Source: an optimization exercise on an open RTL-to-GDS flow (aim: small area, a short achievable clock period and few clock cycles per item). Production flows keep margins and buffers that such runs may drop.
Function was checked by simulation only, so behaviour that the tests miss may differ from the original.

--- flow/design.v ---
package admm_pkg;
    localparam int DATA_W = 16;
    localparam int BUS_W  = 32;
    localparam int ADDR_W = 8;
    localparam int N_ELEM = 8;
    localparam int IDX_W  = 3;
    localparam int ITER_W = 16;
endpackage
`timescale 1ns/1ps
module admm_stage1 (
    input  logic signed [15:0] ref_i,
    input  logic signed [15:0] z_i,
    input  logic signed [15:0] y_i,
    output logic signed [15:0] x_o,
    output logic signed [16:0] v_o
);
    logic signed [17:0] w;
    logic signed [17:0] u;
    logic               hi_sat;
    logic               lo_sat;
    always_comb begin
        w = ref_i + z_i - y_i;
        u = ref_i + z_i + y_i;
        hi_sat = !w[17] &&  w[16];
        lo_sat =  w[17] && !w[16];
        if (hi_sat) begin
            x_o = 16'sh7fff;
            v_o = 17'sd32767 + y_i;
        end else if (lo_sat) begin
            x_o = -16'sh8000;
            v_o = -17'sd32768 + y_i;
        end else begin
            x_o = w[16:1];
            v_o = u[17:1];
        end
    end
endmodule
module admm_stage2 (
    input  logic signed [16:0] v_i,
    input  logic signed [15:0] lo_i,
    input  logic signed [15:0] hi_i,
    output logic signed [15:0] z_o,
    output logic signed [15:0] y_o
);
    logic signed [17:0] a;
    logic signed [17:0] b;
    logic signed [17:0] ys;
    logic               lt;
    logic               gt;
    always_comb begin
        a  = v_i - lo_i;
        b  = v_i - hi_i;
        lt = v_i < lo_i;
        gt = v_i > hi_i;
        if (lt) begin
            z_o = lo_i;
            ys  = a;
        end else if (gt) begin
            z_o = hi_i;
            ys  = b;
        end else begin
            z_o = v_i[15:0];
            ys  = '0;
        end
        if (ys > 18'sd32767)       y_o = 16'sh7fff;
        else if (ys < -18'sd32768) y_o = -16'sh8000;
        else                       y_o = ys[15:0];
    end
endmodule
`timescale 1ns/1ps
module admm_absdiff (
    input  logic signed [15:0] a_i,
    input  logic signed [15:0] b_i,
    output logic        [15:0] m_o
);
    logic signed [16:0] p;
    logic signed [16:0] n;
    always_comb begin
        p   = a_i - b_i;
        n   = b_i - a_i;
        m_o = p[16] ? n[15:0] : p[15:0];
    end
endmodule
module admm_max3 (
    input  logic [15:0] acc_i,
    input  logic        first_i,
    input  logic [15:0] m0_i,
    input  logic [15:0] m1_i,
    output logic [15:0] m_o
);
    logic c01, c0a, c1a;
    always_comb begin
        c01 = m0_i >= m1_i;
        c0a = first_i || (m0_i >= acc_i);
        c1a = first_i || (m1_i >= acc_i);
        if (c01 && c0a)       m_o = m0_i;
        else if (!c01 && c1a) m_o = m1_i;
        else                  m_o = acc_i;
    end
endmodule
`timescale 1ns/1ps
module admm_solver (
    input  logic        clk,
    input  logic        rst,
    input  logic        chipselect,
    input  logic        read,
    input  logic        write,
    input  logic [7:0]  addr,
    input  logic [31:0] writedata,
    output logic [31:0] readdata
);
    localparam int N = 8;
    localparam int L = 2;
    logic [15:0] ref_r [N];
    logic [15:0] lo_r  [N];
    logic [15:0] hi_r  [N];
    logic [15:0] x_r   [N];
    logic [15:0] z_r   [N];
    logic [15:0] tol_r;
    logic [15:0] max_r;
    logic [15:0] iter_r;
    logic [15:0] pri_r;
    logic [15:0] dual_r;
    logic        busy_r;
    logic        done_r;
    logic        conv_r;
    logic        it0_r;
    logic        last_r;
    logic [1:0]  ph_r;
    logic [15:0] rd_lo;
    logic        rd_hi;
    logic       wr_op;
    logic       cfg_wr;
    logic       start_now;
    logic [2:0] elem;
    logic [4:0] blk;
    assign wr_op     = chipselect && write;
    assign cfg_wr    = wr_op && !busy_r;
    assign elem      = addr[2:0];
    assign blk       = addr[7:3];
    assign start_now = cfg_wr && (addr == 8'd0) && writedata[0];
    logic       v2_r, v3_r, v4_r;
    logic [1:0] p2_r, p3_r, p4_r;
    logic       issue;
    logic       stop;
    assign issue = busy_r || start_now;
    logic [15:0] q2_x  [L];
    logic [16:0] q2_v  [L];
    logic [15:0] q2_zo [L];
    logic [15:0] q3_x  [L];
    logic [15:0] q3_z  [L];
    logic [15:0] q3_zo [L];
    logic [15:0] q3_y  [L];
    logic [15:0] q4_x  [L];
    logic [15:0] q4_z  [L];
    logic [15:0] q4_md [L];
    logic [15:0] q4_me [L];
    logic [15:0] q4_y  [L];
    logic [15:0] q1_z  [L];
    logic [15:0] q1_y  [L];
    logic        zmask;
    logic [15:0] s1_x  [L];
    logic [16:0] s1_v  [L];
    logic [15:0] s1_z  [L];
    logic [15:0] s1_y  [L];
    logic [15:0] s2_z  [L];
    logic [15:0] s2_y  [L];
    logic [15:0] s3_md [L];
    logic [15:0] s3_me [L];
    assign zmask = !busy_r || it0_r;
    genvar g;
    generate
        for (g = 0; g < L; g++) begin : g_lane
            assign s1_z[g] = zmask ? 16'd0 : q1_z[g];
            assign s1_y[g] = zmask ? 16'd0 : q1_y[g];
            admm_stage1 u_s1 (
                .ref_i (ref_r[{ph_r, 1'(g)}]),
                .z_i   (s1_z[g]),
                .y_i   (s1_y[g]),
                .x_o   (s1_x[g]),
                .v_o   (s1_v[g])
            );
            admm_stage2 u_s2 (
                .v_i  (q2_v[g]),
                .lo_i (lo_r[{p2_r, 1'(g)}]),
                .hi_i (hi_r[{p2_r, 1'(g)}]),
                .z_o  (s2_z[g]),
                .y_o  (s2_y[g])
            );
            admm_absdiff u_d (.a_i(q3_x[g]), .b_i(q3_z[g]),  .m_o(s3_md[g]));
            admm_absdiff u_e (.a_i(q3_z[g]), .b_i(q3_zo[g]), .m_o(s3_me[g]));
        end
    endgenerate
    always_ff @(posedge clk) begin
        for (int j = 0; j < L; j++) begin
            q2_x[j]  <= s1_x[j];
            q2_v[j]  <= s1_v[j];
            q2_zo[j] <= s1_z[j];
            q3_x[j]  <= q2_x[j];
            q3_z[j]  <= s2_z[j];
            q3_zo[j] <= q2_zo[j];
            q3_y[j]  <= s2_y[j];
            q4_x[j]  <= q3_x[j];
            q4_z[j]  <= q3_z[j];
            q4_md[j] <= s3_md[j];
            q4_me[j] <= s3_me[j];
            q4_y[j]  <= q3_y[j];
            q1_z[j]  <= q4_z[j];
            q1_y[j]  <= q4_y[j];
        end
    end
    logic        ok_pair;
    logic        ok_acc_r;
    logic        conv_all;
    logic        it_end;
    logic [15:0] acc_p_r;
    logic [15:0] acc_d_r;
    logic [15:0] f_p;
    logic [15:0] f_d;
    logic        first4;
    assign ok_pair  = (q4_md[0] <= tol_r) && (q4_me[0] <= tol_r) &&
                      (q4_md[1] <= tol_r) && (q4_me[1] <= tol_r);
    assign first4   = (p4_r == 2'd0);
    assign conv_all = ok_pair && (first4 || ok_acc_r);
    assign it_end   = v4_r && (p4_r == 2'd3);
    assign stop     = it_end && (conv_all || last_r);
    admm_max3 u_max_p (.acc_i(acc_p_r), .first_i(first4), .m0_i(q4_md[0]), .m1_i(q4_md[1]), .m_o(f_p));
    admm_max3 u_max_d (.acc_i(acc_d_r), .first_i(first4), .m0_i(q4_me[0]), .m1_i(q4_me[1]), .m_o(f_d));
    always_ff @(posedge clk) begin
        acc_p_r  <= f_p;
        acc_d_r  <= f_d;
        ok_acc_r <= conv_all;
    end
    logic [15:0] limit;
    assign limit = (max_r == 16'd0) ? 16'd1 : max_r;
    always_ff @(posedge clk or posedge rst) begin
        if (rst) begin
            busy_r <= 1'b0;
            done_r <= 1'b0;
            conv_r <= 1'b0;
            it0_r  <= 1'b0;
            last_r <= 1'b0;
            ph_r   <= '0;
            iter_r <= '0;
            v2_r   <= 1'b0;
            v3_r   <= 1'b0;
            v4_r   <= 1'b0;
            p2_r   <= '0;
            p3_r   <= '0;
            p4_r   <= '0;
            pri_r  <= '0;
            dual_r <= '0;
            tol_r  <= '0;
            max_r  <= 16'd1;
        end else begin
            v2_r   <= issue && !stop;
            v3_r   <= v2_r && !stop;
            v4_r   <= v3_r && !stop;
            p2_r   <= ph_r;
            p3_r   <= p2_r;
            p4_r   <= p3_r;
            last_r <= (iter_r + 16'd1) >= limit;
            if (start_now) begin
                busy_r <= 1'b1;
                done_r <= 1'b0;
                conv_r <= 1'b0;
                it0_r  <= 1'b1;
                iter_r <= '0;
                ph_r   <= 2'd1;
            end else if (busy_r) begin
                ph_r <= ph_r + 2'd1;
                if (ph_r == 2'd3) it0_r <= 1'b0;
                if (it_end) begin
                    iter_r <= iter_r + 16'd1;
                    pri_r  <= f_p;
                    dual_r <= f_d;
                end
                if (stop) begin
                    busy_r <= 1'b0;
                    done_r <= 1'b1;
                    conv_r <= conv_all;
                    ph_r   <= '0;
                end
            end
            if (cfg_wr && addr == 8'd3) tol_r <= writedata[15:0];
            if (cfg_wr && addr == 8'd4) max_r <= writedata[15:0];
        end
    end
    always_ff @(posedge clk) begin
        for (int i = 0; i < N; i++) begin
            if (v4_r && p4_r == 2'(i / 2)) begin
                x_r[i] <= q4_x[i % 2];
                z_r[i] <= q4_z[i % 2];
            end
            if (cfg_wr && blk == 5'd1 && elem == 3'(i)) ref_r[i] <= writedata[15:0];
            if (cfg_wr && blk == 5'd2 && elem == 3'(i)) lo_r[i]  <= writedata[15:0];
            if (cfg_wr && blk == 5'd3 && elem == 3'(i)) hi_r[i]  <= writedata[15:0];
        end
    end
    logic [15:0] rd_val;
    logic        rd_sx;
    always_comb begin
        rd_val = '0;
        rd_sx  = 1'b0;
        case (blk)
            5'd0: begin
                case (elem)
                    3'd1: rd_val = {13'd0, conv_r, done_r, busy_r};
                    3'd2: rd_val = iter_r;
                    3'd3: rd_val = tol_r;
                    3'd4: rd_val = max_r;
                    3'd5: rd_val = pri_r;
                    3'd6: rd_val = dual_r;
                    default: rd_val = '0;
                endcase
            end
            5'd1: begin rd_val = ref_r[elem]; rd_sx = 1'b1; end
            5'd2: begin rd_val = lo_r[elem];  rd_sx = 1'b1; end
            5'd3: begin rd_val = hi_r[elem];  rd_sx = 1'b1; end
            5'd4: begin rd_val = x_r[elem];   rd_sx = 1'b1; end
            5'd5: begin rd_val = z_r[elem];   rd_sx = 1'b1; end
            default: ;
        endcase
    end
    always_ff @(posedge clk) begin
        rd_lo <= rd_val;
        rd_hi <= rd_sx && rd_val[15];
    end
    assign readdata = {{16{rd_hi}}, rd_lo};
endmodule
`timescale 1ns/1ps
module admm_top (
    input  logic        clk,
    input  logic        rst,
    input  logic        chipselect,
    input  logic        read,
    input  logic        write,
    input  logic [7:0]  addr,
    input  logic [31:0] writedata,
    output logic [31:0] readdata
);
    admm_solver u_solver (
        .clk        (clk),
        .rst        (rst),
        .chipselect (chipselect),
        .read       (read),
        .write      (write),
        .addr       (addr),
        .writedata  (writedata),
        .readdata   (readdata)
    );
endmodule
--- flow/run.sh ---
#!/bin/bash
# synth_recipe.tcl (not shown) runs the flow's synth.tcl, then flattens the netlist and writes it again
# the make line also repeats each setting of config.mk as NAME=value (left out here)
make -C /OpenROAD-flow-scripts/flow DESIGN_CONFIG=/design/flow/config.mk WORK_HOME=/design/flow/orfs CLKGATE_MAP_FILE= SYNTH_SCRIPT=/design/flow/synth_recipe.tcl finish
--- flow/config.mk ---
export PLATFORM = sky130hd
export DESIGN_NAME = admm_top
export DESIGN_NICKNAME = admm_top
export VERILOG_FILES = /design/flow/design.v
export SDC_FILE = /design/flow/constraint.sdc
export NUM_CORES = 4
export LEC_CHECK = 0
export CAP_MARGIN = 20
export CORE_MARGIN = 2
export CORE_UTILIZATION = 40
export SLEW_MARGIN = 20
--- flow/constraint.sdc ---
create_clock -name core_clock -period 13.0 [get_ports {clk}]
set_input_delay 2.6000 -clock core_clock [delete_from_list [all_inputs] [get_ports {clk}]]
set_output_delay 2.6000 -clock core_clock [all_outputs]
set_load 0.01 [all_outputs]
==> impl_metrics.json, run 1 <==
{
  "antenna_found_initial": 14,
  "postCtsHoldBufs": 0,
  "clock_tree.root_cell": "sky130_fd_sc_hd__clkbuf_16",
  "die_width_um": 402,
  "layout_worst_path_cycle_share_pct": 63.6,
  "clock_path_buffers": 3,
  "grt_pass1_vias": 45100,
  "ys_types": 104,
  "first_drt_iteration_drcs": 5549,
  "most-common-layout-cells": "640 x sky130_fd_sc_hd__edfxtp_1, 500 x sky130_fd_sc_hd__dfxtp_1, 470 x sky130_fd_sc_hd__ha_1",
  "port-buffer-count": 59,
  "setup-violations-final": 0,
  "worst-path-buf-inv": 3,
  "drc_errors_left": 0,
  "finClkSkew_ns": 0.0442,
  "coreArea_um2": 158000,
  "status": "complete, no violations",
  "cpPeakStageDelay_ns": 0.81,
  "dr_total_vias": 47500,
  "crit_type": "flip-flop to flip-flop",
  "setup.worst_path.end_class": "flip-flop",
  "worst_pin_slew_ns": 1.29,
  "route.detailed.vias_per_inst": 5.88,
  "ctsHtreeMaxLevel": 4,
  "synth_area_um2": 63400,
  "wire_length_of_the_first_global_routing_pass_um": 307000,
  "post_synth.cell_area_avg_um2": 10.7,
  "postSynthCellCount": 5902,
  "yosys_warnings": 53,
  "row_count": 146,
  "largest_net_degree_at_the_start_of_global_routing": 93,
  "cap_viol_max_count": 0,
  "wire_per_inst_um": 26.4,
  "cts.reportedPaths.clkPinSlew_ns": 0.06,
  "synth.area.top_cells": "sky130_fd_sc_hd__edfxtp_1 30%, sky130_fd_sc_hd__dfxtp_1 16%, sky130_fd_sc_hd__ha_1 9.3%",
  "critPathSlowestCell": "sky130_fd_sc_hd__nand2_1",
  "synth.ff_latch_count": 1236,
  "timing.critical_path.cells": "inv_1 > ha_1 > buf_4 > or4_1 > buf_4 > a31oi_1 > ha_1 > a21boi_0 > o21ai_0 > nand2b_1 > a21o_1 > a41o_1 > o41ai_1 > o21ai_0 > nor3_1 > ha_1 > o21ai_0 > nand2b_1 > a21oi_1 > or2_2 > xnor2_1 > nand2_1 > o21ai_0 > a21oi_1",
  "worstPathMaxFanout": 33,
  "num-nets-final": 6441,
  "mostFrequentLayoutCell": "sky130_fd_sc_hd__edfxtp_1",
  "synth_largest_area_cell": "sky130_fd_sc_hd__edfxtp_1",
  "detail_route.first_pass.iterations": 9,
  "cts_post_setup_buffers_inserted": 0,
  "clock-sinks": 1236,
  "final_total_negative_setup_slack_ns": 0,
  "min_path_type": "flip-flop to flip-flop",
  "detail-route-antenna-nets": 0,
  "grt_util_all_layers_pct": 25.8,
  "grt_overflow_total": 0,
  "start_kind": "flip-flop",
  "proportion_of_layout_cells_with_a_drive_suffix_above_1_pct": 8.71,
  "postSynth.asyncResetShare_pct": 7.77,
  "globalplace.congestion": 0.967,
  "crit_family": "compound AO/OA/AOI/OAI gates",
  "yosys_most_used_dff": "sky130_fd_sc_hd__edfxtp_1",
  "cts.repair.resized": 0,
  "worstPathRequired_ns": 13.63,
  "report.final.slew_viol_count": 0,
  "hpwl_um": 156000,
  "clock_tree_from_tritoncts": "yes",
  "initial_core_utilization_pct": 40.2,
  "critical_path_arrival_ns": 8.90,
  "synth_top_cell_area_share_pct": 30.3,
  "cts_buffers": 133,
  "totalWireLength_um": 213000,
  "area_delta_synth_final_pct": 11.4,
  "boundaryPins": 77,
  "max_clock_freq_mhz": 121,
  "postSynthNetCount": 6435,
  "synth-edff-count": 640,
  "rsz0062_at_grt": "no",
  "maxSlewHeadroom_pct": 13.7,
  "worst_path_most_repeated_cell": "sky130_fd_sc_hd__o21ai_0",
  "yosysSeqAreaShare_pct": 49.9,
  "floorplan_die_area_um2": 162000,
  "dieHeight_um": 402,
  "finalHoldViolations": 0,
  "layout_min_cycle_time_ns": 8.27,
  "source_to_sink_clock_delay_at_the_later_pin_of_the_worst_skew_pair_ns": 0.78
}
-- metal layers --
layer | up-vias | GRT usage (%) | part of all wire, %
met4 | 4 | 12.6 | 5.4
met5 | - | 0 | 0.015
met1 | 23000 | 35.5 | 42
met3 | 381 | 5.44 | 9.4
met2 | 2352 | 38.3 | 43
li1 | 21800 | - | -
-- flip-flops by register name, indices dropped and copies added, names as in the netlist, 32 cells and up --
name            count
u_solver.q3_x      32
u_solver.q1_z      32
u_solver.q2_zo     32
u_solver.q3_y      32
u_solver.q2_x      32
u_solver.q4_y      32
u_solver.q4_x      32
u_solver.q2_v      34
u_solver.ref_r    128
u_solver.lo_r     128
u_solver.q3_zo     32
u_solver.hi_r     128
u_solver.x_r      128
u_solver.z_r      128
u_solver.q4_md     32
u_solver.q4_z      32
u_solver.q1_y      32
u_solver.q4_me     32
u_solver.q3_z      32
-- per-stage QoR --
| stage | cells | setup slack (ns) | area (um^2) | hold slack [ns] | utilization (%) |
|---|---|---|---|---|---|
| after global routing | 8085 | 4.33 | 70700 | 0.328 | 44.8 |
| after detailed placement | 7843 | 4.96 | 66300 | 0.312 | 42.0 |
| after CTS | 8083 | 4.96 | 70600 | 0.324 | 44.7 |
| final | 8087 | 4.73 | 70700 | 0.322 | 44.8 |
| after global placement | 7842 | 5.13 | 66300 | 0.310 | 42.0 |
| after floorplan | 5902 | 6.49 | 63400 | 0.310 | - |
-- cell type report --
type / instances / area (um^2)
multi-input combinational: 3961 / 29100
timing repair buffer: 160 / 1350
sequential: 1236 / 31600
tap: 2072 / 2590
fill: 14700 / 87200
clock buffer: 185 / 3730
clock inverter: 55 / 627
inverter: 416 / 1570
antenna: 2 / 5.00
-- final timing paths --
check / from / end / slack, ns / depth (start not counted)
max: u_solver.ph_r[1] / u_solver.q2_v[1][6] / 4.73 / 24
min: u_solver.q4_y[0][3] / u_solver.q1_y[0][3] / 0.32 / 0
max reg2reg: u_solver.ph_r[1] / u_solver.q2_v[1][6] / 4.73 / 24
min reg2reg: u_solver.q4_y[0][3] / u_solver.q1_y[0][3] / 0.32 / 0
max in group asynchronous: rst / u_solver.p2_r[0] / 9.41 / 3
min in group asynchronous: rst / u_solver.pri_r[10] / 2.17 / 2
-- worst register-to-register path, delay by kind of cell, from the launching register on --
family / cells / cell delay (ns)
compound gates: 11 / 2.91
xor+xnor: 1 / 0.67
fa+ha+maj: 3 / 0.85
buf+inv: 3 / 0.69
flops: 1 / 0.39
simple gates: 6 / 2.60
-- cell usage after synthesis, drive strengths merged (39+ instances only) --
library cell / n
a211oi: 39
a21o: 132
a21oi: 349
a221oi: 60
a22oi: 89
a31oi: 75
and2: 47
and3: 40
buf: 66
clkbuf: 223
dfrtp: 95
dfxtp: 500
edfxtp: 640
ha: 470
inv: 415
mux2: 75
mux2i: 159
mux4: 69
nand2: 429
nand2b: 53
nand3: 64
nor2: 352
nor2b: 90
nor3: 96
o21a: 56
o21ai: 392
o22ai: 156
o31ai: 54
xnor2: 134
xor2: 62
-- cells by family (layout without fill, tap and decap cells) --
| kind of cell | after synthesis | after routing | synth area share (%) |
|---|---|---|---|
| simple gates | 1287 | 1287 | 9.42 |
| compound gates | 1685 | 1685 | 17.4 |
| buf+inv | 705 | 816 | 4.36 |
| mux | 303 | 303 | 6.34 |
| xor+xnor | 196 | 196 | 2.71 |
| fa+ha+maj | 490 | 490 | 9.87 |
| other cells | 0 | 2 | 0 |
| flops | 1236 | 1236 | 49.9 |
Testbench counts, summed over its fixed seeds: cycles 12,916, solves 192.
==> run 2: changes to the inputs <==
--- a/flow/design.v
+++ b/flow/design.v
@@ -158,7 +158,6 @@
     logic [15:0] q4_y  [L];
     logic [15:0] q1_z  [L];
     logic [15:0] q1_y  [L];
-    logic        zmask;
     logic [15:0] s1_x  [L];
     logic [16:0] s1_v  [L];
     logic [15:0] s1_z  [L];
@@ -167,14 +166,31 @@
     logic [15:0] s2_y  [L];
     logic [15:0] s3_md [L];
     logic [15:0] s3_me [L];
-    assign zmask = !busy_r || it0_r;
+    function automatic [15:0] pick(input logic [8*16-1:0] vec, input logic [1:0] p, input int j);
+        case (p)
+            2'd0: pick = vec[16*(0 + j) +: 16];
+            2'd1: pick = vec[16*(2 + j) +: 16];
+            2'd2: pick = vec[16*(4 + j) +: 16];
+            default: pick = vec[16*(6 + j) +: 16];
+        endcase
+    endfunction
+    logic [8*16-1:0] ref_p, lo_p, hi_p;
+    always_comb begin
+        for (int i = 0; i < N; i++) begin
+            ref_p[16*i +: 16] = ref_r[i];
+            lo_p[16*i +: 16]  = lo_r[i];
+            hi_p[16*i +: 16]  = hi_r[i];
+        end
+    end
+    logic clr;
+    assign clr = !busy_r || (it0_r && ph_r != 2'd3);
     genvar g;
     generate
         for (g = 0; g < L; g++) begin : g_lane
-            assign s1_z[g] = zmask ? 16'd0 : q1_z[g];
-            assign s1_y[g] = zmask ? 16'd0 : q1_y[g];
+            assign s1_z[g] = q1_z[g];
+            assign s1_y[g] = q1_y[g];
             admm_stage1 u_s1 (
-                .ref_i (ref_r[{ph_r, 1'(g)}]),
+                .ref_i (pick(ref_p, ph_r, g)),
                 .z_i   (s1_z[g]),
                 .y_i   (s1_y[g]),
                 .x_o   (s1_x[g]),
@@ -182,8 +198,8 @@
             );
             admm_stage2 u_s2 (
                 .v_i  (q2_v[g]),
-                .lo_i (lo_r[{p2_r, 1'(g)}]),
-                .hi_i (hi_r[{p2_r, 1'(g)}]),
+                .lo_i (pick(lo_p, p2_r, g)),
+                .hi_i (pick(hi_p, p2_r, g)),
                 .z_o  (s2_z[g]),
                 .y_o  (s2_y[g])
             );
@@ -205,8 +221,8 @@
             q4_md[j] <= s3_md[j];
             q4_me[j] <= s3_me[j];
             q4_y[j]  <= q3_y[j];
-            q1_z[j]  <= q4_z[j];
-            q1_y[j]  <= q4_y[j];
+            q1_z[j]  <= clr ? 16'd0 : q4_z[j];
+            q1_y[j]  <= clr ? 16'd0 : q4_y[j];
         end
     end
     logic        ok_pair;
==> run 2 against run 1 <==
Still clean on timing, DRC and antenna. Sequential share of layout area is 0.27 points higher. Count of clock-buffer cells in the layout decreased by 5. Non-clock buffer count down 3. Critical path type unchanged. Critical endpoint is now u_solver.q2_v[0][14].
==> impl_metrics.json, run 2 <==
{
  "status": "complete, no violations",
  "row_count": 145,
  "cts_post_setup_buffers_inserted": 0,
  "dr_total_vias": 45700,
  "yosys_most_used_dff": "sky130_fd_sc_hd__edfxtp_1",
  "max_clock_freq_mhz": 140,
  "coreArea_um2": 156000,
  "layout_worst_path_cycle_share_pct": 55.0,
  "postSynthNetCount": 6231,
  "grt_util_all_layers_pct": 24.6,
  "detail-route-antenna-nets": 0,
  "maxSlewHeadroom_pct": 17.9,
  "cap_viol_max_count": 0,
  "route.detailed.vias_per_inst": 5.79,
  "worst-r2r-setup-slack_ns": 5.85,
  "hpwl_um": 148000,
  "clock_path_buffers": 3,
  "area_delta_synth_final_pct": 11.6,
  "worst_pin_slew_ns": 1.23,
  "setup-violations-final": 0,
  "wire_per_inst_um": 25.6,
  "finClkSkew_ns": 0.0280,
  "clock_tree.root_cell": "sky130_fd_sc_hd__clkbuf_16",
  "timing.critical_path.cells": "ha_1 > inv_2 > buf_4 > nor2_1 > a21oi_1 > ha_1 > a21o_1 > a21o_1 > a21oi_1 > o21bai_1 > a41oi_1 > nand2_1 > a31o_2 > a21oi_1 > xnor2_1 > ha_1 > o21ai_0 > a21oi_1 > a211oi_2 > xnor2_2 > buf_4 > nand2_1 > o21a_1 > o221a_2",
  "hold_path_startpoint": "u_solver.q2_zo[1][15]",
  "critical_path_arrival_ns": 7.80,
  "final_critical_path_setup_slack_ns": 5.85,
  "cts_buffers": 132,
  "synth_top_cell_area_share_pct": 30.5,
  "finalHoldViolations": 0,
  "report.final.slew_viol_count": 0,
  "yosys_warnings": 53,
  "cpPeakStageDelay_ns": 0.59,
  "ctsHtreeMaxLevel": 4,
  "mostFrequentLayoutCell": "sky130_fd_sc_hd__edfxtp_1",
  "port-buffer-count": 59,
  "worst_hold_path.endpoint": "u_solver.q3_zo[1][15]",
  "layout_min_cycle_time_ns": 7.15,
  "postCtsHoldBufs": 0,
  "drc_errors_left": 0,
  "final_total_negative_setup_slack_ns": 0,
  "min_path_type": "flip-flop to flip-flop",
  "grt_overflow_total": 0,
  "grt_pass1_vias": 43900,
  "cts.repair.resized": 0,
  "dieHeight_um": 401,
  "cts.reportedPaths.clkPinSlew_ns": 0.06,
  "boundaryPins": 77,
  "floorplan_die_area_um2": 161000,
  "clock_tree_from_tritoncts": "yes",
  "synth_largest_area_cell": "sky130_fd_sc_hd__edfxtp_1",
  "setup.worst_path.end_class": "flip-flop",
  "post_synth.cell_area_avg_um2": 11.1,
  "postSynthCellCount": 5695,
  "wire_length_of_the_first_global_routing_pass_um": 293000,
  "worstReg2RegEnd": "u_solver.q2_v[0][14]",
  "num-nets-final": 6254,
  "worstPathMaxFanout": 65,
  "source_to_sink_clock_delay_at_the_later_pin_of_the_worst_skew_pair_ns": 0.78,
  "worst_r2r_startpoint": "u_solver.ph_r[0]",
  "timing.hold.worst_path_depth": 0,
  "globalplace.congestion": 0.927,
  "worstPathRequired_ns": 13.65,
  "synth-edff-count": 640,
  "ys_types": 104,
  "detail_route.first_pass.iterations": 7,
  "rsz0062_at_grt": "no",
  "first_drt_iteration_drcs": 4678,
  "antenna_found_initial": 14,
  "worst_path_most_repeated_cell": "sky130_fd_sc_hd__a21oi_1",
  "critPathSlowestCell": "sky130_fd_sc_hd__buf_4",
  "synthTopCellsByCount": "640 x sky130_fd_sc_hd__edfxtp_1, 500 x sky130_fd_sc_hd__dfxtp_1, 473 x sky130_fd_sc_hd__ha_1, 403 x sky130_fd_sc_hd__o21ai_0, 384 x sky130_fd_sc_hd__a21oi_1",
  "proportion_of_layout_cells_with_a_drive_suffix_above_1_pct": 10.4,
  "crit_type": "flip-flop to flip-flop",
  "die_width_um": 401,
  "synth.ff_latch_count": 1236,
  "synth_area_um2": 63000,
  "synth.area.top_cells": "sky130_fd_sc_hd__edfxtp_1 31%, sky130_fd_sc_hd__dfxtp_1 16%, sky130_fd_sc_hd__ha_1 9.4%",
  "synth.most_common_cell": "sky130_fd_sc_hd__edfxtp_1",
  "largest_net_degree_at_the_start_of_global_routing": 68,
  "clock-sinks": 1236,
  "start_kind": "flip-flop",
  "initial_core_utilization_pct": 40.3,
  "most-common-layout-cells": "640 x sky130_fd_sc_hd__edfxtp_1, 500 x sky130_fd_sc_hd__dfxtp_1, 473 x sky130_fd_sc_hd__ha_1",
  "postSynth.asyncResetShare_pct": 7.77,
  "place_ws_ns": 6.03,
  "final_util_pct": 45.0,
  "reg2regPathDepth": 24,
  "nFillCells": 14200,
  "final.hold.worst_slack_ns": 0.323,
  "yosysSeqAreaShare_pct": 50.2,
  "totalWireLength_um": 202000
}
run 2: cell types whose count changed in the layout (fill, tap and decap cells not counted), moves of 37 or more:
cell,before,now
sky130_fd_sc_hd__nand2_1,426,307
sky130_fd_sc_hd__o22ai_1,155,100
sky130_fd_sc_hd__a22oi_1,88,36
sky130_fd_sc_hd__mux4_2,65,103
sky130_fd_sc_hd__o31ai_1,53,15
sky130_fd_sc_hd__inv_1,412,375
run 2: kinds of logic after synthesis:
family | Yosys count | share of synthesized area, %
AND/OR/NAND/NOR | 1208 | 9.17
AO/OA/AOI/OAI | 1576 | 16.1
flip-flops | 1236 | 50.2
XOR/XNOR | 189 | 2.64
multiplexers | 339 | 7.63
buffers and inverters | 651 | 4.16
adder cells (fa/ha/maj) | 496 | 10.1
run 2: final cells by class:
| cell class | instances | area (um^2) | share of cell area [%] |
|---|---|---|---|
| Antenna cell | 2 | 5.00 | 0.00713 |
| Tap cell | 2058 | 2570 | 3.67 |
| Timing Repair Buffer | 157 | 1280 | 1.82 |
| Clock buffer | 180 | 3750 | 5.34 |
| Multi-Input combinational cell | 3808 | 28800 | 41.1 |
| Sequential cell | 1236 | 31600 | 45.0 |
| Clock inverter | 63 | 702 | 0.999 |
| Inverter | 383 | 1440 | 2.05 |
run 2: how the worst max path moves through the flow:
stage,startpoint,slack [ns],to
2_1_floorplan,u_solver.ph_r[0],7.54,u_solver.q2_v[0][5]
3_3_place_gp,u_solver.ph_r[0],6.05,u_solver.q2_v[0][14]
3_5_place_dp,u_solver.ph_r[0],6.03,u_solver.q2_v[1][11]
4_1_cts,u_solver.ph_r[0],5.97,u_solver.q2_v[0][14]
5_1_grt,u_solver.ph_r[0],5.46,u_solver.q2_v[1][5]
6_report,u_solver.ph_r[0],5.85,u_solver.q2_v[0][14]
run 2: through the flow:
| step | std cells | instance area, um^2 |
|---|---|---|
| final | 7887 | 70200 |
| after global routing | 7885 | 70200 |
| after CTS | 7885 | 70300 |
| after detailed placement | 7642 | 65800 |
| after global placement | 7641 | 65800 |
| after floorplan | 5695 | 63000 |
run 2: critical path, delay by kind of cell, from the launching register on:
family          cells  cell delay (ns)
simple gates        3             0.73
compound gates     13             3.45
xor+xnor            2             0.41
fa+ha+maj           3             1.02
buf+inv             3             0.95
flops               1             0.44
run 2: metal layers:
layer	GRT usage, %	up-vias	share of wire (%)
li1	-	21100	-
met1	33.6	22200	43
met2	37.2	2010	43
met3	4.41	362	8.4
met4	13.2	4	5.8
met5	0	-	0.013
Testbench counts of run 2, summed over its fixed seeds: cycles 12,916, solves 192.
==> run 3: changes to the inputs <==
==> flow/flow/run.sh (new file) <==
#!/bin/bash
# Standard layout, with timing repair aiming for extra setup slack so the
# critical paths are sized for a shorter period than the 13 ns constraint.
set -euo pipefail
bash standard.sh finish SETUP_SLACK_MARGIN=8.5 > flow_make.log 2>&1
==> flow/standard.sh (new file) <==
#!/bin/bash
# synth_recipe.tcl (not shown) runs the flow's synth.tcl, then flattens the netlist and writes it again
# the make line also repeats each setting of config.mk as NAME=value (left out here)
make -C /OpenROAD-flow-scripts/flow DESIGN_CONFIG=/design/flow/config.mk WORK_HOME=/design/flow/orfs CLKGATE_MAP_FILE= SYNTH_SCRIPT=/design/flow/synth_recipe.tcl "${@:-finish}"
removed: flow/run.sh
==> run 3 against run 2 <==
Still clean. First-iteration DRC count rose by 18%. Design area rose by 7.6%. Maximum frequency rose by 31%. Register-to-register slack improved by 1.7 ns. Routed wire length rose by 9.8%.
==> impl_metrics.json, run 3 <==
{
  "status": "complete, no violations",
  "first_drt_iteration_drcs": 5519,
  "final_util_pct": 48.4,
  "postCtsHoldBufs": 0,
  "routed-wl-met2_um": 96500,
  "report.final.slew_viol_count": 0,
  "drc_errors_left": 0,
  "worstPathRequired_ns": 13.69,
  "clock-sinks": 1236,
  "synth_area_um2": 63000,
  "synthTopCellsByCount": "640 x sky130_fd_sc_hd__edfxtp_1, 500 x sky130_fd_sc_hd__dfxtp_1, 473 x sky130_fd_sc_hd__ha_1, 403 x sky130_fd_sc_hd__o21ai_0, 384 x sky130_fd_sc_hd__a21oi_1",
  "clock_tree_from_tritoncts": "yes",
  "worst_pin_slew_ns": 1.15,
  "detail-route-antenna-nets": 0,
  "synth.ff_latch_count": 1236,
  "dr_total_vias": 48100,
  "setup-violations-final": 0,
  "num-nets-final": 6485,
  "min_path_type": "flip-flop to flip-flop",
  "dieHeight_um": 401,
  "crit_type": "flip-flop to flip-flop",
  "met1Wirelength_um": 89700,
  "placed_area_um2": 66100,
  "start_kind": "flip-flop",
  "synth-edff-count": 640,
  "yosysSeqAreaShare_pct": 50.2,
  "synth.area.top_cells": "sky130_fd_sc_hd__edfxtp_1 31%, sky130_fd_sc_hd__dfxtp_1 16%, sky130_fd_sc_hd__ha_1 9.4%",
  "synth_largest_area_cell": "sky130_fd_sc_hd__edfxtp_1",
  "floorplan_die_area_um2": 161000,
  "postSynth.asyncResetShare_pct": 7.77,
  "cts.reportedPaths.clkPinSlew_ns": 0.06,
  "area_delta_synth_final_pct": 20.0,
  "initial_core_utilization_pct": 40.3,
  "synth_top_cell_area_share_pct": 30.5,
  "met3_wirelength_um": 21400,
  "hpwl_um": 149000,
  "port-buffer-count": 59,
  "finClkSkew_ns": 0.0334,
  "wire_per_inst_um": 27.3,
  "critical_path_arrival_ns": 6.14,
  "globalplace.congestion": 0.898,
  "boundaryPins": 77,
  "proportion_of_layout_cells_with_a_drive_suffix_above_1_pct": 18.5,
  "most-common-layout-cells": "640 x sky130_fd_sc_hd__edfxtp_1, 498 x sky130_fd_sc_hd__dfxtp_1, 436 x sky130_fd_sc_hd__ha_1",
  "grt_util_all_layers_pct": 26.7,
  "maxSlewHeadroom_pct": 23.3,
  "layout_worst_path_cycle_share_pct": 41.9,
  "synth.most_common_cell": "sky130_fd_sc_hd__edfxtp_1",
  "rsz0062_at_grt": "yes",
  "max_clock_freq_mhz": 183,
  "finalHoldViolations": 0,
  "coreArea_um2": 156000,
  "post_synth.cell_area_avg_um2": 11.1,
  "totalWireLength_um": 222000,
  "source_to_sink_clock_delay_at_the_later_pin_of_the_worst_skew_pair_ns": 0.80,
  "largest_net_degree_at_the_start_of_global_routing": 74,
  "final_cell_area_um2": 75600,
  "yosys_warnings": 53,
  "crit_path_start": "u_solver.ph_r[0]",
  "mostFrequentLayoutCell": "sky130_fd_sc_hd__edfxtp_1",
  "clock_path_buffers": 3,
  "yosys_most_used_dff": "sky130_fd_sc_hd__edfxtp_1",
  "layout_min_cycle_time_ns": 5.45,
  "setup.worst_path.end_class": "flip-flop",
  "route.detailed.vias_per_inst": 5.92,
  "detail_route.first_pass.iterations": 9,
  "grt_overflow_total": 0,
  "cap_viol_max_count": 0,
  "ys_types": 104,
  "final_total_negative_setup_slack_ns": 0,
  "ctsHtreeMaxLevel": 4,
  "row_count": 145,
  "grt_pass1_vias": 45700,
  "worstPathMaxFanout": 7,
  "wire_length_of_the_first_global_routing_pass_um": 314000,
  "clock_tree.root_cell": "sky130_fd_sc_hd__clkbuf_16",
  "worst_r2r_startpoint": "u_solver.ph_r[0]",
  "maxUsedRoutingLayer": "met5",
  "postSynthNetCount": 6231,
  "hold_path_startpoint": "u_solver.q2_zo[0][5]",
  "die_width_um": 401,
  "cts_buffers": 133,
  "postSynthCellCount": 5695,
  "antenna_found_initial": 11
}
run 3: cell counts after synthesis:
Identical to the previous run, type by type.
run 3: through the flow:
stage | worst slack, ns | instances | hold slack [ns]
floorplan | 8.02 | 5695 | 0.310
CTS | 7.79 | 8046 | 0.318
finish | 7.55 | 8121 | 0.314
global route | 7.48 | 8114 | 0.324
global placement | 5.99 | 7616 | 0.311
detailed placement | 6.01 | 7619 | 0.312
run 3: path summary, 6_finish.rpt:
| path | to | slack (ns) | cells past startpoint |
|---|---|---|---|
| worst max-delay path | u_solver.q2_v[0][6] | 7.55 | 26 |
| worst min-delay path | u_solver.q3_zo[0][5] | 0.31 | 0 |
| worst max register to register | u_solver.q2_v[0][6] | 7.55 | 26 |
| worst min register to register | u_solver.q3_zo[0][5] | 0.31 | 0 |
| max in group asynchronous | u_solver.pri_r[11] | 9.26 | 3 |
| min in group asynchronous | u_solver.dual_r[1] | 2.34 | 2 |
run 3: routing by layer:
metal / vias up / GRT usage (%)
met5: - / 0
met4: 4 / 14.3
met3: 490 / 5.67
met2: 2488 / 40.9
met1: 23500 / 35.3
li1: 21600 / -
run 3: critical path, stage by stage (launching register included):
cell and delay [ns]:
sky130_fd_sc_hd__dfrtp_2 0.47, sky130_fd_sc_hd__inv_4 0.08, sky130_fd_sc_hd__ha_4 0.23, sky130_fd_sc_hd__buf_6 0.15, sky130_fd_sc_hd__a222oi_1 0.43, sky130_fd_sc_hd__a21oi_2 0.18, sky130_fd_sc_hd__ha_1 0.36, sky130_fd_sc_hd__a21oi_2 0.20
sky130_fd_sc_hd__a21oi_2 0.09, sky130_fd_sc_hd__o21a_1 0.21, sky130_fd_sc_hd__o21ai_2 0.14, sky130_fd_sc_hd__a21oi_2 0.08, sky130_fd_sc_hd__or2_4 0.25, sky130_fd_sc_hd__xor2_4 0.17, sky130_fd_sc_hd__ha_4 0.17, sky130_fd_sc_hd__or3_1 0.35
sky130_fd_sc_hd__nor3_2 0.22, sky130_fd_sc_hd__o21ai_2 0.12, sky130_fd_sc_hd__a211oi_2 0.30, sky130_fd_sc_hd__buf_4 0.19, sky130_fd_sc_hd__xnor2_4 0.08, sky130_fd_sc_hd__buf_12 0.16, sky130_fd_sc_hd__buf_6 0.12, sky130_fd_sc_hd__nor2_4 0.18
sky130_fd_sc_hd__buf_12 0.17, sky130_fd_sc_hd__a21oi_1 0.04, sky130_fd_sc_hd__o21bai_1 0.19
run 3: cell families (layout without fill, tap and decap cells):
family                   Yosys count  after routing  share of synthesized area (%)
adder cells (fa/ha/maj)          496            496                           10.1
buffers and inverters            651           1002                           4.16
other                              0              8                              0
multiplexers                     339            339                           7.63
AO/OA/AOI/OAI                   1576           1577                           16.1
flip-flops                      1236           1236                           50.2
AND/OR/NAND/NOR                 1208           1216                           9.17
XOR/XNOR                         189            189                           2.64
run 3: repair_timing:
item	CTS	global route
endpoints found under the hold margin	0	0
cloned	32	8
pin swaps	162	104
resized for setup	364	114
endpoints found under the setup margin	563	308
setup buffers	154	58
run 3: cell type report:
class | count | area [um^2]
clock inverter | 63 | 622
clock buffer | 178 | 3640
inverter | 383 | 1540
fill | 13600 | 80600
sequential | 1236 | 31600
multi-input combinational | 3817 | 30900
tap | 2058 | 2570
timing repair buffer | 378 | 4600
antenna | 8 | 20.0
==> run 4: changes to the inputs <==
--- a/flow/design.v
+++ b/flow/design.v
@@ -5,53 +5,94 @@
     localparam int N_ELEM = 8;
     localparam int IDX_W  = 3;
     localparam int ITER_W = 16;
+    function automatic [17:0] ks_add18(input logic [17:0] x, input logic [17:0] y, input logic cin);
+        logic [17:0] g, p, gg, pp, gn, pn;
+        g = x & y;
+        p = x ^ y;
+        gg = g;
+        pp = p;
+        gg[0] = g[0] | (p[0] & cin);
+        for (int d = 1; d < 18; d = d * 2) begin
+            gn = gg;
+            pn = pp;
+            for (int i = d; i < 18; i++) begin
+                gn[i] = gg[i] | (pp[i] & gg[i-d]);
+                pn[i] = pp[i] & pp[i-d];
+            end
+            gg = gn;
+            pp = pn;
+        end
+        ks_add18 = p ^ {gg[16:0], cin};
+    endfunction
+    function automatic [17:0] add_sub18(input logic [15:0] x, input logic [15:0] y, input logic [15:0] z);
+        logic [17:0] a, b, c, s, k;
+        a = {{2{x[15]}}, x};
+        b = {{2{y[15]}}, y};
+        c = ~{{2{z[15]}}, z};
+        s = a ^ b ^ c;
+        k = {(a[16:0] & b[16:0]) | (a[16:0] & c[16:0]) | (b[16:0] & c[16:0]), 1'b0};
+        add_sub18 = ks_add18(s, k, 1'b1);
+    endfunction
+    function automatic [35:0] add_sub18_pair(input logic [15:0] x, input logic [15:0] y, input logic [15:0] z);
+        logic [17:0] a, b, c, s, k, g, p, gg, pp, gn, pn;
+        a = {{2{x[15]}}, x};
+        b = {{2{y[15]}}, y};
+        c = ~{{2{z[15]}}, z};
+        s = a ^ b ^ c;
+        k = {(a[16:0] & b[16:0]) | (a[16:0] & c[16:0]) | (b[16:0] & c[16:0]), 1'b0};
+        g = s & k;
+        p = s ^ k;
+        gg = g;
+        pp = p;
+        for (int d = 1; d < 18; d = d * 2) begin
+            gn = gg;
+            pn = pp;
+            for (int i = d; i < 18; i++) begin
+                gn[i] = gg[i] | (pp[i] & gg[i-d]);
+                pn[i] = pp[i] & pp[i-d];
+            end
+            gg = gn;
+            pp = pn;
+        end
+        add_sub18_pair = {p ^ {gg[16:0] | pp[16:0], 1'b1}, p ^ {gg[16:0], 1'b0}};
+    endfunction
 endpackage
 `timescale 1ns/1ps
 module admm_stage1 (
     input  logic signed [15:0] ref_i,
     input  logic signed [15:0] z_i,
     input  logic signed [15:0] y_i,
-    output logic signed [15:0] x_o,
-    output logic signed [16:0] v_o
+    output logic signed [15:0] x_o
 );
-    logic signed [17:0] w;
-    logic signed [17:0] u;
-    logic               hi_sat;
-    logic               lo_sat;
+    logic [17:0] w;
     always_comb begin
-        w = ref_i + z_i - y_i;
-        u = ref_i + z_i + y_i;
-        hi_sat = !w[17] &&  w[16];
-        lo_sat =  w[17] && !w[16];
-        if (hi_sat) begin
-            x_o = 16'sh7fff;
-            v_o = 17'sd32767 + y_i;
-        end else if (lo_sat) begin
-            x_o = -16'sh8000;
-            v_o = -17'sd32768 + y_i;
-        end else begin
-            x_o = w[16:1];
-            v_o = u[17:1];
-        end
+        w = admm_pkg::add_sub18(ref_i, z_i, y_i);
+        if (!w[17] && w[16])      x_o = 16'sh7fff;
+        else if (w[17] && !w[16]) x_o = -16'sh8000;
+        else                      x_o = w[16:1];
     end
 endmodule
 module admm_stage2 (
-    input  logic signed [16:0] v_i,
+    input  logic signed [15:0] x_i,
+    input  logic signed [15:0] y_i,
     input  logic signed [15:0] lo_i,
     input  logic signed [15:0] hi_i,
     output logic signed [15:0] z_o,
     output logic signed [15:0] y_o
 );
-    logic signed [17:0] a;
-    logic signed [17:0] b;
-    logic signed [17:0] ys;
-    logic               lt;
-    logic               gt;
+    logic [17:0] v;
+    logic [17:0] a;
+    logic [17:0] b;
+    logic [17:0] b1;
+    logic [17:0] ys;
+    logic        lt;
+    logic        gt;
     always_comb begin
-        a  = v_i - lo_i;
-        b  = v_i - hi_i;
-        lt = v_i < lo_i;
-        gt = v_i > hi_i;
+        v  = admm_pkg::ks_add18({{2{x_i[15]}}, x_i}, {{2{y_i[15]}}, y_i}, 1'b0);
+        a  = admm_pkg::add_sub18(x_i, y_i, lo_i);
+        {b, b1} = admm_pkg::add_sub18_pair(x_i, y_i, hi_i);
+        lt = a[17];
+        gt = !b1[17];
         if (lt) begin
             z_o = lo_i;
             ys  = a;
@@ -59,12 +100,12 @@
             z_o = hi_i;
             ys  = b;
         end else begin
-            z_o = v_i[15:0];
+            z_o = v[15:0];
             ys  = '0;
         end
-        if (ys > 18'sd32767)       y_o = 16'sh7fff;
-        else if (ys < -18'sd32768) y_o = -16'sh8000;
-        else                       y_o = ys[15:0];
+        if (!ys[17] && ys[16:15] != 2'b00)     y_o = 16'sh7fff;
+        else if (ys[17] && ys[16:15] != 2'b11) y_o = -16'sh8000;
+        else                                   y_o = ys[15:0];
     end
 endmodule
 `timescale 1ns/1ps
@@ -73,12 +114,12 @@
     input  logic signed [15:0] b_i,
     output logic        [15:0] m_o
 );
-    logic signed [16:0] p;
-    logic signed [16:0] n;
+    logic [17:0] p;
+    logic [17:0] n;
     always_comb begin
-        p   = a_i - b_i;
-        n   = b_i - a_i;
-        m_o = p[16] ? n[15:0] : p[15:0];
+        p   = admm_pkg::ks_add18({{2{a_i[15]}}, a_i}, ~{{2{b_i[15]}}, b_i}, 1'b1);
+        n   = admm_pkg::ks_add18({{2{b_i[15]}}, b_i}, ~{{2{a_i[15]}}, a_i}, 1'b1);
+        m_o = p[17] ? n[15:0] : p[15:0];
     end
 endmodule
 module admm_max3 (
@@ -145,8 +186,10 @@
     logic       stop;
     assign issue = busy_r || start_now;
     logic [15:0] q2_x  [L];
-    logic [16:0] q2_v  [L];
+    logic [15:0] q2_y  [L];
     logic [15:0] q2_zo [L];
+    logic [15:0] q2_lo [L];
+    logic [15:0] q2_hi [L];
     logic [15:0] q3_x  [L];
     logic [15:0] q3_z  [L];
     logic [15:0] q3_zo [L];
@@ -158,8 +201,8 @@
     logic [15:0] q4_y  [L];
     logic [15:0] q1_z  [L];
     logic [15:0] q1_y  [L];
+    logic [15:0] q1_r  [L];
     logic [15:0] s1_x  [L];
-    logic [16:0] s1_v  [L];
     logic [15:0] s1_z  [L];
     logic [15:0] s1_y  [L];
     logic [15:0] s2_z  [L];
@@ -183,6 +226,8 @@
         end
     end
     logic clr;
+    logic [1:0] ph_nx;
+    assign ph_nx = busy_r ? ph_r + 2'd1 : {1'b0, start_now};
     assign clr = !busy_r || (it0_r && ph_r != 2'd3);
     genvar g;
     generate
@@ -190,16 +235,16 @@
             assign s1_z[g] = q1_z[g];
             assign s1_y[g] = q1_y[g];
             admm_stage1 u_s1 (
-                .ref_i (pick(ref_p, ph_r, g)),
+                .ref_i (q1_r[g]),
                 .z_i   (s1_z[g]),
                 .y_i   (s1_y[g]),
-                .x_o   (s1_x[g]),
-                .v_o   (s1_v[g])
+                .x_o   (s1_x[g])
             );
             admm_stage2 u_s2 (
-                .v_i  (q2_v[g]),
-                .lo_i (pick(lo_p, p2_r, g)),
-                .hi_i (pick(hi_p, p2_r, g)),
+                .x_i  (q2_x[g]),
+                .y_i  (q2_y[g]),
+                .lo_i (q2_lo[g]),
+                .hi_i (q2_hi[g]),
                 .z_o  (s2_z[g]),
                 .y_o  (s2_y[g])
             );
@@ -210,8 +255,10 @@
     always_ff @(posedge clk) begin
         for (int j = 0; j < L; j++) begin
             q2_x[j]  <= s1_x[j];
-            q2_v[j]  <= s1_v[j];
+            q2_y[j]  <= s1_y[j];
             q2_zo[j] <= s1_z[j];
+            q2_lo[j] <= pick(lo_p, ph_r, j);
+            q2_hi[j] <= pick(hi_p, ph_r, j);
             q3_x[j]  <= q2_x[j];
             q3_z[j]  <= s2_z[j];
             q3_zo[j] <= q2_zo[j];
@@ -221,6 +268,7 @@
             q4_md[j] <= s3_md[j];
             q4_me[j] <= s3_me[j];
             q4_y[j]  <= q3_y[j];
+            q1_r[j]  <= (cfg_wr && addr == 8'(8 + j)) ? writedata[15:0] : pick(ref_p, ph_nx, j);
             q1_z[j]  <= clr ? 16'd0 : q4_z[j];
             q1_y[j]  <= clr ? 16'd0 : q4_y[j];
         end
@@ -321,7 +369,7 @@
         case (blk)
             5'd0: begin
                 case (elem)
-                    3'd1: rd_val = {13'd0, conv_r, done_r, busy_r};
+                    3'd1: rd_val = stop ? {13'd0, conv_all, 2'b10} : {13'd0, conv_r, done_r, busy_r};
                     3'd2: rd_val = iter_r;
                     3'd3: rd_val = tol_r;
                     3'd4: rd_val = max_r;
==> run 4 against run 3 <==
Still clean. Design area decreased by 1.6%. Worst hold slack better by 0.0060 ns. Sequential share of layout area increased by 3.2 points. Register-to-register slack better by 1.2 ns. Critical path depth decreased by 18. Die area up 3.0%. Maximum frequency up 16%. Core utilization is 2.1 points lower. Clock skew rose by 0.0039 ns. Synthesized area increased by 3.0%.
==> impl_metrics.json, run 4 <==
{
  "antenna_found_initial": 26,
  "final.hold.worst_slack_ns": 0.320,
  "ys_types": 102,
  "grt_pass1_vias": 44300,
  "layout_min_cycle_time_ns": 4.72,
  "grt_util_all_layers_pct": 26.5,
  "ctsHtreeMaxLevel": 4,
  "synthTopCellsByCount": "640 x sky130_fd_sc_hd__edfxtp_1, 594 x sky130_fd_sc_hd__dfxtp_1, 590 x sky130_fd_sc_hd__inv_1, 435 x sky130_fd_sc_hd__ha_1, 375 x sky130_fd_sc_hd__a21oi_1",
  "synth_largest_area_cell": "sky130_fd_sc_hd__edfxtp_1",
  "layout_worst_path_cycle_share_pct": 36.3,
  "cap_viol_max_count": 0,
  "setup-violations-final": 0,
  "rsz0062_at_grt": "yes",
  "postSynthNetCount": 6361,
  "finalHoldViolations": 0,
  "dr_total_vias": 46900,
  "yosys_warnings": 58,
  "min_path_type": "flip-flop to flip-flop",
  "worst_pin_slew_ns": 1.17,
  "maxSlewHeadroom_pct": 22.2,
  "post_synth.cell_area_avg_um2": 11.2,
  "floorplan_die_area_um2": 165000,
  "detail_route.first_pass.iterations": 14,
  "cts.reportedPaths.clkPinSlew_ns": 0.06,
  "clock_path_buffers": 3,
  "final_util_pct": 46.3,
  "clock_tree.root_cell": "sky130_fd_sc_hd__clkbuf_16",
  "start_kind": "input port",
  "synth_compound_area_share_pct": 14.7,
  "totalWireLength_um": 221000,
  "clock-sinks": 1330,
  "worstPathRequired_ns": 13.67,
  "die_width_um": 407,
  "drc_errors_left": 0,
  "combinational_family_with_the_most_area_after_synthesis": "compound AO/OA/AOI/OAI gates",
  "grt.met2_usage_pct": 37.6,
  "yosys_most_used_dff": "sky130_fd_sc_hd__edfxtp_1",
  "finClkSkew_ns": 0.0373,
  "total_area_of_sequential_cells_um2": 33500,
  "cpPeakStageDelay_ns": 0.88,
  "critPathSlowestCell": "sky130_fd_sc_hd__a222oi_1",
  "hpwl_um": 156000,
  "wire_length_of_the_first_global_routing_pass_um": 314000,
  "grt-busiest-layer": "met2",
  "cts_buffers": 144,
  "postCtsHoldBufs": 0,
  "grt_overflow_total": 0,
  "gr_util_met1_pct": 35.7,
  "boundaryPins": 77,
  "synth.ff_latch_count": 1330,
  "detail-route-antenna-nets": 0,
  "synth_area_um2": 64900,
  "max_clock_freq_mhz": 212,
  "synthXorXnorAreaFrac_pct": 2.25,
  "proportion_of_layout_cells_with_a_drive_suffix_above_1_pct": 11.3,
  "synth.area.top_cells": "sky130_fd_sc_hd__edfxtp_1 30%, sky130_fd_sc_hd__dfxtp_1 18%, sky130_fd_sc_hd__ha_1 8.4%",
  "num-nets-final": 6468,
  "coreArea_um2": 161000,
  "first_drt_iteration_drcs": 5729,
  "worstPathMaxFanout": 44,
  "synth.most_common_cell": "sky130_fd_sc_hd__edfxtp_1",
  "synthMuxAreaShare_pct": 6.26,
  "largest_net_degree_at_the_start_of_global_routing": 92,
  "source_to_sink_clock_delay_at_the_later_pin_of_the_worst_skew_pair_ns": 0.80,
  "wire_per_inst_um": 27.1,
  "setup.worst_path.end_class": "flip-flop",
  "yosysSeqAreaShare_pct": 51.7,
  "clock_tree_from_tritoncts": "yes",
  "status": "complete, no violations",
  "synth_top_cell_area_share_pct": 29.6,
  "grtUsageMet3_pct": 8.56,
  "row_count": 147,
  "synth-edff-count": 640,
  "initial_core_utilization_pct": 40.4,
  "port-buffer-count": 59,
  "postSynthCellCount": 5769,
  "crit_type": "input port to flip-flop",
  "critical_path_arrival_ns": 5.38,
  "timing.critical_path.cells": "buf_16 > buf_12 > buf_6 > nand2_4 > nor2_1 > a222oi_1 > o22ai_2 > or4_1",
  "yosys.area_share.adder_pct": 11.8,
  "area_delta_synth_final_pct": 14.6,
  "most-common-layout-cells": "640 x sky130_fd_sc_hd__edfxtp_1, 588 x sky130_fd_sc_hd__inv_1, 583 x sky130_fd_sc_hd__dfxtp_1",
  "multi_input_area_um2": 28500,
  "final_total_negative_setup_slack_ns": 0,
  "route.detailed.vias_per_inst": 5.75,
  "report.final.slew_viol_count": 0,
  "postSynth.asyncResetShare_pct": 7.22,
  "dieHeight_um": 407,
  "mostFrequentLayoutCell": "sky130_fd_sc_hd__edfxtp_1",
  "globalplace.congestion": 0.962,
  "synthSimpleGateAreaFrac_pct": 8.15,
  "nFillCells": 14600
}
[run 4: kinds of logic (layout without fill, tap and decap cells)]
logic type,count (synthesis),after routing
muxes,324,324
and+or+nand+nor,1114,1115
other,0,11
DFF,1330,1330
xor gates and xnor gates,167,167
adders and majority gates,547,547
buffers and inverters,842,1063
AOI/OAI and AO/OA,1445,1447
[run 4: path summary, 6_finish.rpt]
path / startpoint / to / slack [ns] / cells past startpoint
setup / recovery: addr[1] / u_solver.rd_lo[14] / 8.28 / 8
hold / removal: u_solver.q3_y[1][13] / u_solver.q4_y[1][13] / 0.32 / 0
setup reg to reg: u_solver.q2_x[1][3] / u_solver.q3_y[1][7] / 8.72 / 14
hold reg to reg: u_solver.q3_y[1][13] / u_solver.q4_y[1][13] / 0.32 / 0
max in group asynchronous: rst / u_solver.ph_r[0] / 9.35 / 3
min in group asynchronous: rst / u_solver.pri_r[9] / 2.34 / 2
[run 4: cell type report]
type	instances	share of cell area, %
multi-input combinational	3600	38.4
clock buffer	208	5.66
inverter	595	3.06
timing repair inverter	1	0.0118
antenna	11	0.0370
tap	2160	3.64
timing repair buffer	204	3.13
sequential	1330	45.1
clock inverter	55	0.988
[run 4: worst max-delay path, delay by kind of cell]
kind	cells	cell delay (ns)
AOI/OAI and AO/OA	2	1.20
buffers and inverters	3	0.63
and+or+nand+nor	3	0.88
[run 4: stage by stage]
step	cells	instance area, um^2	worst slack (ns)
5_1_grt	8160	74300	8.35
4_1_cts	8133	74000	8.40
3_3_place_gp	7827	68000	6.34
6_report	8164	74300	8.28
2_1_floorplan	5769	65100	8.20
3_5_place_dp	7829	68000	6.25
[run 4: per-layer routing]
metal | vias up | wire length (um)
met5 | - | 34
met4 | 4 | 12800
met3 | 392 | 26400
met2 | 2436 | 91700
met1 | 23000 | 90100
li1 | 21100 | -
[run 4: timing repair]
item                                    in CTS  in global routing
gates cloned                                14                  1
endpoints found under the setup margin     533                392
setup buffers                               27                 16
resized for setup                          104                 34
pin swaps                                   15                 16
Testbench counts of run 4, summed over its fixed seeds: cycles 12,724, solves 192.
==> run 5: changes to the inputs <==
--- a/flow/design.v
+++ b/flow/design.v
@@ -115,11 +115,19 @@
     output logic        [15:0] m_o
 );
     logic [17:0] p;
-    logic [17:0] n;
+    logic [15:0] c;
+    logic [15:0] t;
+    logic [15:0] tn;
     always_comb begin
-        p   = admm_pkg::ks_add18({{2{a_i[15]}}, a_i}, ~{{2{b_i[15]}}, b_i}, 1'b1);
-        n   = admm_pkg::ks_add18({{2{b_i[15]}}, b_i}, ~{{2{a_i[15]}}, a_i}, 1'b1);
-        m_o = p[17] ? n[15:0] : p[15:0];
+        p = admm_pkg::ks_add18({{2{a_i[15]}}, a_i}, ~{{2{b_i[15]}}, b_i}, 1'b1);
+        c = ~p[15:0];
+        t = c;
+        for (int d = 1; d < 16; d = d * 2) begin
+            tn = t;
+            for (int i = d; i < 16; i++) tn[i] = t[i] & t[i-d];
+            t = tn;
+        end
+        m_o = p[17] ? (c ^ {t[14:0], 1'b1}) : p[15:0];
     end
 endmodule
 module admm_max3 (
@@ -127,13 +135,15 @@
     input  logic        first_i,
     input  logic [15:0] m0_i,
     input  logic [15:0] m1_i,
+    output logic [15:0] m01_o,
     output logic [15:0] m_o
 );
     logic c01, c0a, c1a;
     always_comb begin
-        c01 = m0_i >= m1_i;
-        c0a = first_i || (m0_i >= acc_i);
-        c1a = first_i || (m1_i >= acc_i);
+        c01   = m0_i >= m1_i;
+        c0a   = first_i || (m0_i >= acc_i);
+        c1a   = first_i || (m1_i >= acc_i);
+        m01_o = c01 ? m0_i : m1_i;
         if (c01 && c0a)       m_o = m0_i;
         else if (!c01 && c1a) m_o = m1_i;
         else                  m_o = acc_i;
@@ -282,14 +292,15 @@
     logic [15:0] f_p;
     logic [15:0] f_d;
     logic        first4;
-    assign ok_pair  = (q4_md[0] <= tol_r) && (q4_me[0] <= tol_r) &&
-                      (q4_md[1] <= tol_r) && (q4_me[1] <= tol_r);
+    logic [15:0] m_p;
+    logic [15:0] m_d;
+    admm_max3 u_max_p (.acc_i(acc_p_r), .first_i(first4), .m0_i(q4_md[0]), .m1_i(q4_md[1]), .m01_o(m_p), .m_o(f_p));
+    admm_max3 u_max_d (.acc_i(acc_d_r), .first_i(first4), .m0_i(q4_me[0]), .m1_i(q4_me[1]), .m01_o(m_d), .m_o(f_d));
+    assign ok_pair  = (m_p <= tol_r) && (m_d <= tol_r);
     assign first4   = (p4_r == 2'd0);
     assign conv_all = ok_pair && (first4 || ok_acc_r);
     assign it_end   = v4_r && (p4_r == 2'd3);
     assign stop     = it_end && (conv_all || last_r);
-    admm_max3 u_max_p (.acc_i(acc_p_r), .first_i(first4), .m0_i(q4_md[0]), .m1_i(q4_md[1]), .m_o(f_p));
-    admm_max3 u_max_d (.acc_i(acc_d_r), .first_i(first4), .m0_i(q4_me[0]), .m1_i(q4_me[1]), .m_o(f_d));
     always_ff @(posedge clk) begin
         acc_p_r  <= f_p;
         acc_d_r  <= f_d;
==> flow/flow/run.sh (replaced) <==
#!/bin/bash
# Standard layout, with timing repair aiming for extra setup slack so the
# critical paths are sized for a shorter period than the 13 ns constraint.
set -euo pipefail
bash standard.sh finish SETUP_SLACK_MARGIN=9 > flow_make.log 2>&1
==> run 5 against run 4 <==
Non-clock buffer count grew 209. Sequential share of layout area shrank 1.3 points. Setup slack gained 0.073 ns. Sequential cell count is the same. Maximum frequency grew 1.6%. Die area shrank 4.1%.
==> impl_metrics.json, run 5 <==
{
  "maxSlewHeadroom_pct": 24.1,
  "worstSetupPathDepth": 16,
  "post_synth.cell_area_avg_um2": 11.1,
  "grt_util_all_layers_pct": 28.4,
  "clock-sinks": 1330,
  "finClkSkew_ns": 0.0423,
  "hold_path_startpoint": "u_solver.q2_zo[0][6]",
  "timing.critical_path.cells": "buf_12 > clkinvlp_4 > buf_12 > buf_16 > buf_6 > buf_6 > buf_6 > buf_12 > nor2_4 > buf_12 > buf_12 > a221oi_4 > a21oi_2 > a221oi_4 > o211ai_1 > a211o_1",
  "dpl.cell_count": 7539,
  "report.final.slew_viol_count": 0,
  "clock_tree.root_cell": "sky130_fd_sc_hd__clkbuf_16",
  "synth_area_um2": 62200,
  "grt_pass1_vias": 46000,
  "mostFrequentLayoutCell": "sky130_fd_sc_hd__edfxtp_1",
  "crit_family": "compound AO/OA/AOI/OAI gates",
  "nFillCells": 13500,
  "floorplan_die_area_um2": 159000,
  "cts.reportedPaths.clkPinSlew_ns": 0.06,
  "worstPathRequired_ns": 13.73,
  "final.hold.worst_slack_ns": 0.320,
  "synth.most_common_cell": "sky130_fd_sc_hd__edfxtp_1",
  "min_path_type": "flip-flop to flip-flop",
  "setup-violations-final": 0,
  "setup.worst_path.end_class": "flip-flop",
  "proportion_of_layout_cells_with_a_drive_suffix_above_1_pct": 19.5,
  "dieHeight_um": 398,
  "area_delta_synth_final_pct": 23.5,
  "coreArea_um2": 154000,
  "detail-route-antenna-nets": 0,
  "most-common-layout-cells": "640 x sky130_fd_sc_hd__edfxtp_1, 548 x sky130_fd_sc_hd__inv_1, 543 x sky130_fd_sc_hd__dfxtp_1",
  "worstPathMaxFanout": 6,
  "start_kind": "input port",
  "row_count": 144,
  "grt_overflow_total": 0,
  "source_to_sink_clock_delay_at_the_later_pin_of_the_worst_skew_pair_ns": 0.82,
  "layout_min_cycle_time_ns": 4.64,
  "synth-edff-count": 640,
  "timing.critical_path.to": "u_solver.rd_lo[1]",
  "max_clock_freq_mhz": 215,
  "boundaryPins": 77,
  "die_width_um": 398,
  "synth.ff_latch_count": 1330,
  "yosys_most_used_dff": "sky130_fd_sc_hd__edfxtp_1",
  "critPathSlowestCell": "sky130_fd_sc_hd__o211ai_1",
  "num-nets-final": 6422,
  "detail_route.first_pass.iterations": 11,
  "route.detailed.vias_per_inst": 5.99,
  "synthTopCellsByCount": "640 x sky130_fd_sc_hd__edfxtp_1, 594 x sky130_fd_sc_hd__dfxtp_1, 560 x sky130_fd_sc_hd__inv_1, 477 x sky130_fd_sc_hd__a21oi_1, 347 x sky130_fd_sc_hd__ha_1",
  "clock_path_buffers": 3,
  "ctsHtreeMaxLevel": 4,
  "worst-r2r-setup-slack_ns": 8.69,
  "initial_core_utilization_pct": 40.3,
  "port-buffer-count": 59,
  "wire_per_inst_um": 28.7,
  "cpPeakStageDelay_ns": 0.83,
  "status": "complete, no violations",
  "worst_r2r_startpoint": "u_solver.q4_me[1][0]",
  "antenna_found_initial": 20,
  "cts_buffers": 143,
  "worst-path-buf-inv": 10,
  "synth_top_cell_area_share_pct": 30.9,
  "first_drt_iteration_drcs": 7462,
  "worstReg2RegEnd": "u_solver.ph_r[1]",
  "wire_length_of_the_first_global_routing_pass_um": 323000,
  "postSynthNetCount": 6113,
  "dr_total_vias": 48500,
  "drc_errors_left": 0,
  "cap_viol_max_count": 0
}
==> run 5: kinds of logic after synthesis <==
| kind of cell | after synthesis | synth area share (%) |
|---|---|---|
| AOI/OAI and AO/OA | 1566 | 16.6 |
| DFF | 1330 | 53.9 |
| and+or+nand+nor | 1053 | 7.92 |
| buffers and inverters | 821 | 5.08 |
| adders and majority gates | 459 | 10.5 |
| xor gates and xnor gates | 213 | 3.00 |
| muxes | 171 | 2.98 |
==> run 5: per-stage QoR <==
step / setup slack [ns] / utilization [%] / area (um^2)
after floorplan: 8.68 / - / 63600
after global placement: 6.15 / 42.6 / 65600
after detailed placement: 6.08 / 42.6 / 65600
after CTS: 8.53 / 48.9 / 75400
after global routing: 8.48 / 49.8 / 76800
final: 8.36 / 49.8 / 76800
==> run 5: worst min-delay path by stage <==
| stage | endpoint | slack (ns) | cells after the start |
|---|---|---|---|
| floorplan | u_solver.q3_zo[0][0] | 0.31 | 0 |
| global placement | u_solver.q3_zo[0][2] | 0.31 | 0 |
| detailed placement | u_solver.q3_zo[1][3] | 0.31 | 0 |
| CTS | u_solver.q3_zo[1][4] | 0.32 | 0 |
| global route | u_solver.q3_zo[1][3] | 0.33 | 0 |
| finish | u_solver.q3_zo[0][6] | 0.32 | 0 |
==> run 5: what timing repair did <==
item	CTS	global route
endpoints found under the hold margin	0	0
buffers inserted	182	49
resized for setup	601	184
cloned	43	7
endpoints found under the setup margin	623	183
hold buffers	0	0
pin swaps	153	91
==> run 5: routing by layer <==
layer  vias up  part of all wire (%)  global-route usage (%)  routed length, um
li1      21000                     -                       -                  -
met1     23700                    39                    37.8              90800
met2      3033                    41                    40.4              95500
met3       684                    12                    8.58              28800
met4        16                   7.2                    17.4              16800
met5         -                 0.072                       0                166
==> run 5: cell type report <==
cell class / instances / area, um^2 / area share (%)
diodes: 8 / 20.0 / 0.0261
clock buffers: 177 / 3870 / 5.04
clock inverters: 88 / 1120 / 1.46
inverters: 562 / 2170 / 2.83
multi-input cells: 3470 / 28000 / 36.5
flip-flops and latches: 1330 / 33600 / 43.8
well taps: 2044 / 2560 / 3.33
repair buffers: 413 / 5380 / 7.01
repair inverters: 2 / 21.3 / 0.0277
Testbench counts of run 5, summed over its fixed seeds: cycles 12,724, solves 192.

==> static timing again, ports no longer ideal <==
In the flow no input, the clock included, has a driving cell. The finished layouts below were timed again as built, in two steps.
Step 1 (the two cells are an assumption about what drives the block):
set clk [get_ports {clk}]
set_driving_cell -lib_cell sky130_fd_sc_hd__clkbuf_16 $clk
set_driving_cell -lib_cell sky130_fd_sc_hd__buf_2 [delete_from_list [all_inputs] $clk]
Step 2, shift: input delay + t, output delay - t, t = (earliest + latest rising clock arrival at the registers) / 2. This alone moves slack from input paths to output paths.
a / b / c = no drivers / after step 1 / after step 2; a / b = the first two.
| run | t, ns | setup WS [ns] | clock arrival spread, ns | slew at the worst register clock pin (ns) |
|---|---|---|---|---|
| run 1 | 0.839 | 4.727 / 4.727 / 4.727 | 0.046 / 0.046 | 0.07 / 0.07 |
| run 2 | 0.843 | 5.850 / 5.850 / 5.850 | 0.032 / 0.031 | 0.07 / 0.07 |
| run 3 | 0.873 | 7.549 / 7.549 / 7.393 | 0.036 / 0.036 | 0.07 / 0.07 |
| run 4 | 0.855 | 8.284 / 8.027 / 7.173 | 0.039 / 0.039 | 0.07 / 0.07 |
| run 5 | 0.887 | 8.357 / 8.374 / 7.487 | 0.044 / 0.044 | 0.07 / 0.07 |
After both steps setup and hold are still met in every run listed. The setup slack of run 4, which loses most, moves by -0.257 ns with the drivers and by -1.111 ns with both steps.
